From an optimization exercise on the open Yosys and OpenROAD flow, aimed at small area; shortcuts taken in it are not production practice. At most, simulation tests tie the RTL to the original design; equivalence was not proved. Power figures rest on the tool's default switching activity, not on a simulated workload.

// iot_filter_engine
module iot_filter_engine #(
    parameter int DATA_W  = 128,
    parameter int IN_W    = 8,
    parameter int GROUP_N = 8,
    parameter int FRAME_N = 96
) (
    input  logic                clk,
    input  logic                rst,
    input  logic                in_en,
    input  logic [IN_W-1:0]     iot_in,
    input  logic [2:0]          fn_sel,
    input  logic [DATA_W-1:0]   thr_lo,
    input  logic [DATA_W-1:0]   thr_hi,
    output logic                busy,
    output logic                valid,
    output logic [DATA_W-1:0]   iot_out,
    output logic                frame_done
);
    localparam int BEATS = DATA_W / IN_W;
    localparam int BW    = (BEATS > 1) ? $clog2(BEATS) : 1;
    localparam int LG    = $clog2(GROUP_N);
    localparam int WW    = $clog2(FRAME_N);
    localparam int AW    = DATA_W + LG;
    localparam logic [2:0] M_PASS    = 3'b000;
    localparam logic [2:0] M_MAX     = 3'b001;
    localparam logic [2:0] M_MIN     = 3'b010;
    localparam logic [2:0] M_AVG     = 3'b011;
    localparam logic [2:0] M_EXTRACT = 3'b100;
    localparam logic [2:0] M_EXCLUDE = 3'b101;
    localparam logic [2:0] M_PMAX    = 3'b110;
    localparam logic [2:0] M_PMIN    = 3'b111;
    logic [BW-1:0]     beat_q;
    logic [WW-1:0]     wcnt_q;       
    logic              word_vld_q;   
    logic              busy_q, valid_q, fdone_q;
    logic [DATA_W-1:0] out_q;
    logic [DATA_W-1:0] sr_q;
    logic [2:0]        mode_q;
  ...
clock: 9.0 ns
lec_check: 0
cap_margin: 20
core_margin: 2
core_utilization: 40
slew_margin: 20
standard.sh (not shown) runs the stock make flow with config.mk's settings and CLKGATE_MAP_FILE= SYNTH_SCRIPT=/design/flow/synth_recipe.tcl, a recipe that flattens the netlist after the stock synthesis.
==> flow/flow/run.sh <==
#!/bin/bash
set -euo pipefail
export BUFFER_PORTS_ARGS="-buffer_cell sky130_fd_sc_hd__buf_1"
export CTS_ARGS="-sink_clustering_enable -repair_clock_nets -dont_use_dummy_load -buf_list sky130_fd_sc_hd__clkbuf_4 -sink_buffer_max_cap_derate 0.3"
bash standard.sh > standard_flow.log 2>&1
Then changed:
==> flow/flow/run.sh (replaced) <==
#!/bin/bash
set -euo pipefail
export BUFFER_PORTS_ARGS="-buffer_cell sky130_fd_sc_hd__buf_1"
export CTS_ARGS="-sink_clustering_enable -repair_clock_nets -dont_use_dummy_load -buf_list sky130_fd_sc_hd__clkbuf_16 -sink_clustering_size 30 -sink_clustering_max_diameter 100"
bash standard.sh > standard_flow.log 2>&1
Routed wire length drops by 2.2%.
Core utilization came out lower by 0.68 points.
Area after synthesis stays the same.
Sequential share of layout area rose by 0.72 points.
Setup slack is better by 14 ps.
Final area drops by 1.5%.
Power went down by 8.1%.
Critical path depth goes up by 7.
Clock power is lower by 22%.
Die area stays the same.
Then changed:
==> flow/flow/run.sh (replaced) <==
#!/bin/bash
set -euo pipefail
export BUFFER_PORTS_ARGS="-buffer_cell sky130_fd_sc_hd__buf_1"
export CTS_ARGS="-sink_clustering_enable -repair_clock_nets -dont_use_dummy_load -buf_list sky130_fd_sc_hd__clkbuf_8 -sink_clustering_size 16 -sink_clustering_max_diameter 80"
bash standard.sh > standard_flow.log 2>&1
Effect: Area after synthesis is unchanged; clock skew came out higher by 18 ps; non-clock buffer count is unchanged; wire length came out higher slightly; cell count came out higher slightly; final area came out lower slightly; critical path depth came out lower by 7; die area is unchanged; setup slack is better by 43 ps.


== exp/zinc ==
Another version of the RTL of iot_filter_engine (not shown whole).
For scale: ~2500 cells after synthesis, ~540 flip-flops, roughly 400 I/O pins.
export LEC_CHECK = 0
export CAP_MARGIN = 20
export CORE_MARGIN = 2
export CORE_UTILIZATION = 40
export SLEW_MARGIN = 20
create_clock -name core_clock -period 9.0 [get_ports {clk}]
run.sh (not shown) runs the stock make flow with config.mk's settings and CLKGATE_MAP_FILE= SYNTH_SCRIPT=/design/flow/synth_recipe.tcl, a recipe that flattens the netlist after the stock synthesis.
Stock flow here: none of the scripts above is used.
Relative to exp/zinc, the following input files were edited for exp/nickel:
==> flow/flow/run.sh (new file) <==
#!/bin/bash
set -euo pipefail
export BUFFER_PORTS_ARGS="-buffer_cell sky130_fd_sc_hd__buf_1"
bash standard.sh > standard_flow.log 2>&1
==> flow/standard.sh (new file) <==
#!/bin/bash
# synth_recipe.tcl (not shown) runs the flow's synth.tcl, then flattens the netlist and writes it again
# the make line also repeats each setting of config.mk as NAME=value (left out here)
make -C /OpenROAD-flow-scripts/flow DESIGN_CONFIG=/design/flow/config.mk WORK_HOME=/design/flow/orfs CLKGATE_MAP_FILE= SYNTH_SCRIPT=/design/flow/synth_recipe.tcl "${@:-finish}"
removed: flow/run.sh
Notes after the runs:
In exp/nickel, the number of non-clock buffers came out about 0.7% above the value in exp/zinc.
exp/zinc -> exp/nickel: clock-buffer cell count decreased by more than 10%
Compared exp/nickel vs exp/zinc, and sequential portion of the cell area is up in exp/nickel.
Global-route wire length before repair was higher in the run labelled exp/zinc.
Compared with exp/zinc, exp/nickel shows fmax that has gone up slightly.
exp/nickel packs its core looser than exp/zinc.
exp/zinc has lower sum of met3 wire segment lengths after detailed routing than exp/nickel.
Of exp/nickel and exp/zinc, it is exp/nickel that has the lower combinational-cell power consumption.
Edits applied to the flow inputs when going from exp/nickel to exp/umber:
==> flow/run.sh (new file) <==
#!/bin/bash
# synth_recipe.tcl (not shown) runs the flow's synth.tcl, then flattens the netlist and writes it again
# the make line also repeats each setting of config.mk as NAME=value (left out here)
make -C /OpenROAD-flow-scripts/flow DESIGN_CONFIG=/design/flow/config.mk WORK_HOME=/design/flow/orfs CLKGATE_MAP_FILE= SYNTH_SCRIPT=/design/flow/synth_recipe.tcl finish
-- flow/config.mk --
<<< exp/nickel, line 9
export CORE_MARGIN = 2
export CORE_UTILIZATION = 40
export SLEW_MARGIN = 20
>>> exp/umber, line 9
export CORE_MARGIN = 2
export CORE_UTILIZATION = 60
export SLEW_MARGIN = 20
removed: flow/flow/run.sh
removed: flow/standard.sh
Results
Post-route total power ends up lower on exp/umber.
Summary of exp/umber over exp/nickel: core area shows a reduction of about 33%, clock skew shows a reduction of 5.9 ps.
Relative to exp/nickel, fraction of power consumed by combinational cells has increased by 1.3 points in exp/umber.
Compared with exp/nickel, in exp/umber count of inserted antenna diode cells higher, setup slack after layout lower, met3 global-route usage higher, areal power density over the cells lower.
Proportion of total power due to net switching, exp/umber and exp/nickel, higher one = exp/nickel.


The RTL this note starts from:
==> flow/design.v <==
module iot_filter_engine #(
    parameter int DATA_W  = 128,
    parameter int IN_W    = 8,
    parameter int GROUP_N = 8,
    parameter int FRAME_N = 96
) (
    input  logic                clk,
    input  logic                rst,
    input  logic                in_en,
    input  logic [IN_W-1:0]     iot_in,
    input  logic [2:0]          fn_sel,
    input  logic [DATA_W-1:0]   thr_lo,
    input  logic [DATA_W-1:0]   thr_hi,
    output logic                busy,
    output logic                valid,
    output logic [DATA_W-1:0]   iot_out,
    output logic                frame_done
);
    localparam int BEATS = DATA_W / IN_W;
    localparam int BW    = (BEATS > 1) ? $clog2(BEATS) : 1;
    localparam int LG    = $clog2(GROUP_N);
    localparam int WW    = $clog2(FRAME_N);
    localparam int AW    = DATA_W + LG;
    localparam logic [2:0] M_PASS    = 3'b000;
    localparam logic [2:0] M_MAX     = 3'b001;
    localparam logic [2:0] M_MIN     = 3'b010;
    localparam logic [2:0] M_AVG     = 3'b011;
    localparam logic [2:0] M_EXTRACT = 3'b100;
    localparam logic [2:0] M_EXCLUDE = 3'b101;
    localparam logic [2:0] M_PMAX    = 3'b110;
    localparam logic [2:0] M_PMIN    = 3'b111;
    logic [BW-1:0]     beat_q;
    logic [WW-1:0]     wcnt_q;       
    logic              word_vld_q;   
    logic              busy_q, valid_q, fdone_q;
    logic [DATA_W-1:0] out_q;
    logic [DATA_W-1:0] sr_q;
    logic [2:0]        mode_q;
    logic [AW-1:0]     a_q;
    logic [DATA_W-1:0] b_q;          
    logic              have_q;       
    logic              flag_q;       
    logic              agt_q, alt_q;  
    logic              bgt_q, blt_q;  
    localparam int K  = 8;
    localparam int NB = (AW + K - 1) / K;
    function automatic logic [AW-1:0] add(input logic [AW-1:0] x, input logic [AW-1:0] y);
        logic [AW-1:0] s0, s;
        logic          c, pre, cb;
        cb = 1'b0;
        for (int b = 0; b < NB; b++) begin
            c   = 1'b0;
            pre = 1'b1;
            for (int i = b * K; i < (b + 1) * K && i < AW; i++) begin
                s0[i] = x[i] ^ y[i] ^ c;
                c     = (x[i] & y[i]) | (c & (x[i] ^ y[i]));
            end
            for (int i = b * K; i < (b + 1) * K && i < AW; i++) begin
                s[i] = s0[i] ^ (cb & pre);
                pre  = pre & s0[i];
            end
            cb = c | (pre & cb);
        end
        add = s;
    endfunction
    logic              accept, start, wlast;
    logic              pos0, grp_last, frm_last;
    logic              is_max, is_ext, is_avg, is_peak, is_rng;
    logic              take, ga, gs;
    logic [AW-1:0]     ya, sum;
    logic [IN_W-1:0]   ext_top, ta, tb;
    logic [BW-1:0]     lane;
    logic              hit, flag_d, emit;
    logic              a_first, b_first;
    assign accept   = in_en && !busy_q;
    assign start    = accept && (beat_q == '0) && (wcnt_q == '0);
    assign wlast    = accept && (beat_q == BW'(BEATS - 1));
    assign pos0     = (wcnt_q[LG-1:0] == LG'(1));
    assign grp_last = (wcnt_q[LG-1:0] == '0);
    assign frm_last = (wcnt_q == '0);
    assign is_max  = (mode_q == M_MAX) || (mode_q == M_PMAX);
    assign is_ext  = (mode_q == M_MAX) || (mode_q == M_MIN) || is_peak;
    assign is_avg  = (mode_q == M_AVG);
    assign is_peak = mode_q[2] && mode_q[1];
    assign is_rng  = mode_q[2] && !mode_q[1];
    assign take = pos0 || (is_max ? !alt_q : alt_q);
    assign ga   = word_vld_q && (is_ext ? !take : (is_avg && !pos0));
    assign gs   = is_ext ? take : 1'b1;
    assign ya   = !word_vld_q ? {thr_lo, LG'(0)} :
                  is_avg      ? AW'(sr_q) : ({sr_q, LG'(0)} & {AW{gs}});
    assign sum  = add(a_q & {AW{ga}}, ya);
    assign hit    = mode_q[0] ? blt_q : bgt_q;
    assign flag_d = (flag_q && !pos0) || hit;
    always_comb begin
        case (mode_q)
            M_PASS:               emit = 1'b1;
            M_EXTRACT:            emit = !alt_q && !bgt_q;
            M_EXCLUDE:            emit = alt_q || bgt_q;
            M_PMAX, M_PMIN:       emit = grp_last && (!have_q || flag_d);
            default:              emit = grp_last;
        endcase
    end
    assign lane    = ~beat_q;
    assign ext_top = take ? sr_q[DATA_W-1 -: IN_W] : a_q[AW-1 -: IN_W];
    always_comb begin
        if (start)                           ta = thr_lo[DATA_W-1 -: IN_W];
        else if (word_vld_q && is_ext)       ta = ext_top;
        else                                 ta = a_q[LG + IN_W * lane +: IN_W];
        if (start)                           tb = thr_hi[DATA_W-1 -: IN_W];
        else if (word_vld_q && is_peak && emit) tb = ext_top;
        else if (is_peak)                    tb = out_q[IN_W * lane +: IN_W];
        else                                 tb = b_q[IN_W * lane +: IN_W];
    end
    assign a_first = (beat_q == '0) || (!agt_q && !alt_q);
    assign b_first = (beat_q == '0) || (!bgt_q && !blt_q);
    always_ff @(posedge clk or negedge rst) begin
        if (!rst) begin
            beat_q     <= '0;
            wcnt_q     <= '0;
            word_vld_q <= 1'b0;
            busy_q     <= 1'b0;
            valid_q    <= 1'b0;
            fdone_q    <= 1'b0;
            out_q      <= '0;
        end else begin
            word_vld_q <= wlast;
            valid_q    <= word_vld_q && emit;
            fdone_q    <= word_vld_q && frm_last;
            if (fdone_q) busy_q <= 1'b0;
            if (accept) begin
                beat_q <= beat_q + 1'b1;
                if (wlast) begin
                    if (wcnt_q == WW'(FRAME_N - 1)) begin
                        wcnt_q <= '0;
                        busy_q <= 1'b1;
                    end else begin
                        wcnt_q <= wcnt_q + 1'b1;
                    end
                end
            end
            if (word_vld_q && emit) out_q <= sum[AW-1:LG];
        end
    end
    always_ff @(posedge clk) begin
        if (accept) begin
            sr_q <= {sr_q[DATA_W-IN_W-1:0], iot_in};
            if (a_first) begin
                agt_q <= iot_in > ta;
                alt_q <= iot_in < ta;
            end
            if (b_first) begin
                bgt_q <= iot_in > tb;
                blt_q <= iot_in < tb;
            end
        end
        if (start) begin
            mode_q <= fn_sel;
            a_q    <= sum;
            b_q    <= thr_hi;
            have_q <= 1'b0;
        end else if (word_vld_q) begin
            if (is_ext || is_avg) a_q <= sum;
            if (is_peak) begin
                flag_q <= flag_d;
                if (emit) have_q <= 1'b1;
            end
        end
    end
    assign busy       = busy_q;
    assign valid      = valid_q;
    assign iot_out    = out_q;
    assign frame_done = fdone_q;
endmodule
==> flow/config.mk <==
export PLATFORM = sky130hd
export DESIGN_NAME = iot_filter_engine
export DESIGN_NICKNAME = iot_filter_engine
export VERILOG_FILES = /design/flow/design.v
export SDC_FILE = /design/flow/constraint.sdc
export NUM_CORES = 4
export LEC_CHECK = 0
export CAP_MARGIN = 20
export CORE_MARGIN = 2
export CORE_UTILIZATION = 40
export CTS_BUF_LIST = sky130_fd_sc_hd__clkbuf_4
export CTS_CLUSTER_SIZE = 20
export SLEW_MARGIN = 20
==> flow/constraint.sdc <==
create_clock -name core_clock -period 9.0 [get_ports {clk}]
set_input_delay 1.8000 -clock core_clock [delete_from_list [all_inputs] [get_ports {clk}]]
set_output_delay 1.8000 -clock core_clock [all_outputs]
set_load 0.01 [all_outputs]
standard.sh (not shown) runs the stock make flow with config.mk's settings and CLKGATE_MAP_FILE= SYNTH_SCRIPT=/design/flow/synth_recipe.tcl, a recipe that flattens the netlist after the stock synthesis.
==> flow/flow/run.sh <==
#!/bin/bash
set -euo pipefail
export BUFFER_PORTS_ARGS="-buffer_cell sky130_fd_sc_hd__buf_1"
bash standard.sh > standard_flow.log 2>&1
==> next run, changes <==
==> flow/flow/run.sh (replaced) <==
#!/bin/bash
set -euo pipefail
export BUFFER_PORTS_ARGS="-buffer_cell sky130_fd_sc_hd__buf_1"
export CTS_ARGS="-sink_clustering_enable -repair_clock_nets -dont_use_dummy_load -buf_list sky130_fd_sc_hd__clkbuf_4 -sink_clustering_size 20"
bash standard.sh > standard_flow.log 2>&1
Settings changed: CTS_BUF_LIST sky130_fd_sc_hd__clkbuf_4 to default, CTS_CLUSTER_SIZE 20 to default.
The new run went through all stages and came out clean.
Synthesized area does not change.
Die area stays the same.
Via count went down by 1.4%.
Function was not checked in any run of this note: the RTL went through the layout flow alone.


## before
iot_filter_engine, a different RTL version from the one above (not shown whole).
Size in the first run: roughly 1500 cells after synthesis, about 550 flip-flops, about 400 I/O pins.
Settings: LEC_CHECK=0, CAP_MARGIN=0, CORE_MARGIN=2, CORE_UTILIZATION=55, SLEW_MARGIN=0; clock period 9.0 ns.
==> flow/flow/run.sh <==
#!/bin/bash
set -euo pipefail
export BUFFER_PORTS_ARGS="-buffer_cell sky130_fd_sc_hd__buf_1"
export CTS_ARGS="-sink_clustering_enable -repair_clock_nets -dont_use_dummy_load -buf_list sky130_fd_sc_hd__clkbuf_8 -sink_clustering_size 16 -sink_clustering_max_diameter 80"
bash standard.sh > standard_flow.log 2>&1
Setup changes, before to after
# before
export LEC_CHECK = 0
export CAP_MARGIN = 0
export CORE_MARGIN = 2
export CORE_UTILIZATION = 55
export SLEW_MARGIN = 0
create_clock -name core_clock -period 9.0 [get_ports {clk}]
# after
export LEC_CHECK = 0
export CAP_MARGIN = 20
export CORE_MARGIN = 2
export CORE_UTILIZATION = 40
export SLEW_MARGIN = 20
create_clock -name core_clock -period 9.0 [get_ports {clk}]
==> summary.txt <==
- [compare] base=before new=after: final cell area excluding filler cells now sits higher, share of the clock period used by the worst path decreased 2.9 points, first-pass GRT wire length went up 3.5 mm, power went up.
- Of before and after, the run reporting the lower first-iteration DRC count was after.


the reference run:
Another version of the RTL of iot_filter_engine (not shown whole).
Size: ~1600 cells after synthesis, about 550 flip-flops, roughly 26000 um2 of cells after synthesis.
==> flow/config.mk <==
export PLATFORM = sky130hd
export DESIGN_NAME = iot_filter_engine
export DESIGN_NICKNAME = iot_filter_engine
export VERILOG_FILES = /design/flow/design.v
export SDC_FILE = /design/flow/constraint.sdc
export NUM_CORES = 4
export LEC_CHECK = 0
export CAP_MARGIN = 20
export CORE_MARGIN = 2
export CORE_UTILIZATION = 60
export SLEW_MARGIN = 20
==> flow/constraint.sdc <==
create_clock -name core_clock -period 9.0 [get_ports {clk}]
set_input_delay 1.8000 -clock core_clock [delete_from_list [all_inputs] [get_ports {clk}]]
set_output_delay 1.8000 -clock core_clock [all_outputs]
set_load 0.01 [all_outputs]
Scripts as last shown in full above: flow/flow/run.sh
The reference run | status: complete | timing, DRC, antenna: pass
Relative to the reference run, the following input files were edited for the trial run:
- CORE_UTILIZATION changed from 60 to 40
[summary]
The trial run was carried through to the last stage, and its layout satisfied the timing, DRC and antenna checks.
Diff the trial run..the reference run | maximum root-to-sink buffer count | unchanged
Detailed-route via count essentially unchanged between the reference run and the trial run.
Summary of the trial run over the reference run: final instance area rose by about 1.4%; placer congestion estimate fell about 4.5%.

==> re-timing with driven ports <==
In the flow no input, the clock included, has a driving cell. The finished layouts below were timed again as built, in two steps. Step 1: set_driving_cell puts a clkbuf_16 on clk and a buf_2 on each other input, an assumption about the parent block. Step 2 adds t to the input delays and takes it off the output delays; t is the mean of the earliest and latest rising clock arrival at the registers after step 1. Input paths then give back, and output paths get back, about the clock's delay inside the block. Slacks: no drivers / after step 1 / after step 2; pairs: no drivers / after step 1.
| run | t, ns | setup slack, ns | worst hold slack (ns) |
|---|---|---|---|
| the first run of note 1 | 0.994 | 0.390 / 0.390 / 0.189 | 0.465 / 0.465 / 0.465 |
| the second run of note 1 | 0.662 | 0.404 / 0.404 / 0.304 | 0.465 / 0.465 / 0.465 |
| the third run of note 1 | 0.704 | 0.446 / 0.447 / 0.332 | 0.445 / 0.445 / 0.445 |
| exp/zinc | 0.689 | 0.381 / 0.381 / 0.381 | 0.454 / 0.454 / 0.454 |
| exp/nickel | 0.682 | 0.428 / 0.428 / 0.428 | 0.458 / 0.458 / 0.458 |
| exp/umber | 0.682 | 0.367 / 0.367 / 0.367 | 0.457 / 0.457 / 0.457 |
| the first run of note 3 | 1.050 | 0.396 / 0.396 / 0.197 | 0.448 / 0.448 / 0.448 |
| the second run of note 3 | 1.015 | 0.409 / 0.409 / 0.167 | 0.448 / 0.448 / 0.448 |
| before | 0.696 | 2.304 / 2.338 / 1.642 | 0.460 / 0.460 / 0.460 |
| after | 0.674 | 2.561 / 2.589 / 1.915 | 0.462 / 0.462 / 0.462 |
| the reference run | 0.664 | 2.608 / 2.608 / 2.297 | 0.509 / 0.509 / 0.509 |
| the trial run | 0.683 | 2.484 / 2.484 / 2.484 | 0.504 / 0.504 / 0.504 |
After both steps every run listed still meets setup and hold. The setup slack of before, which loses most, moves by +0.034 ns with the drivers and by -0.662 ns with both steps.
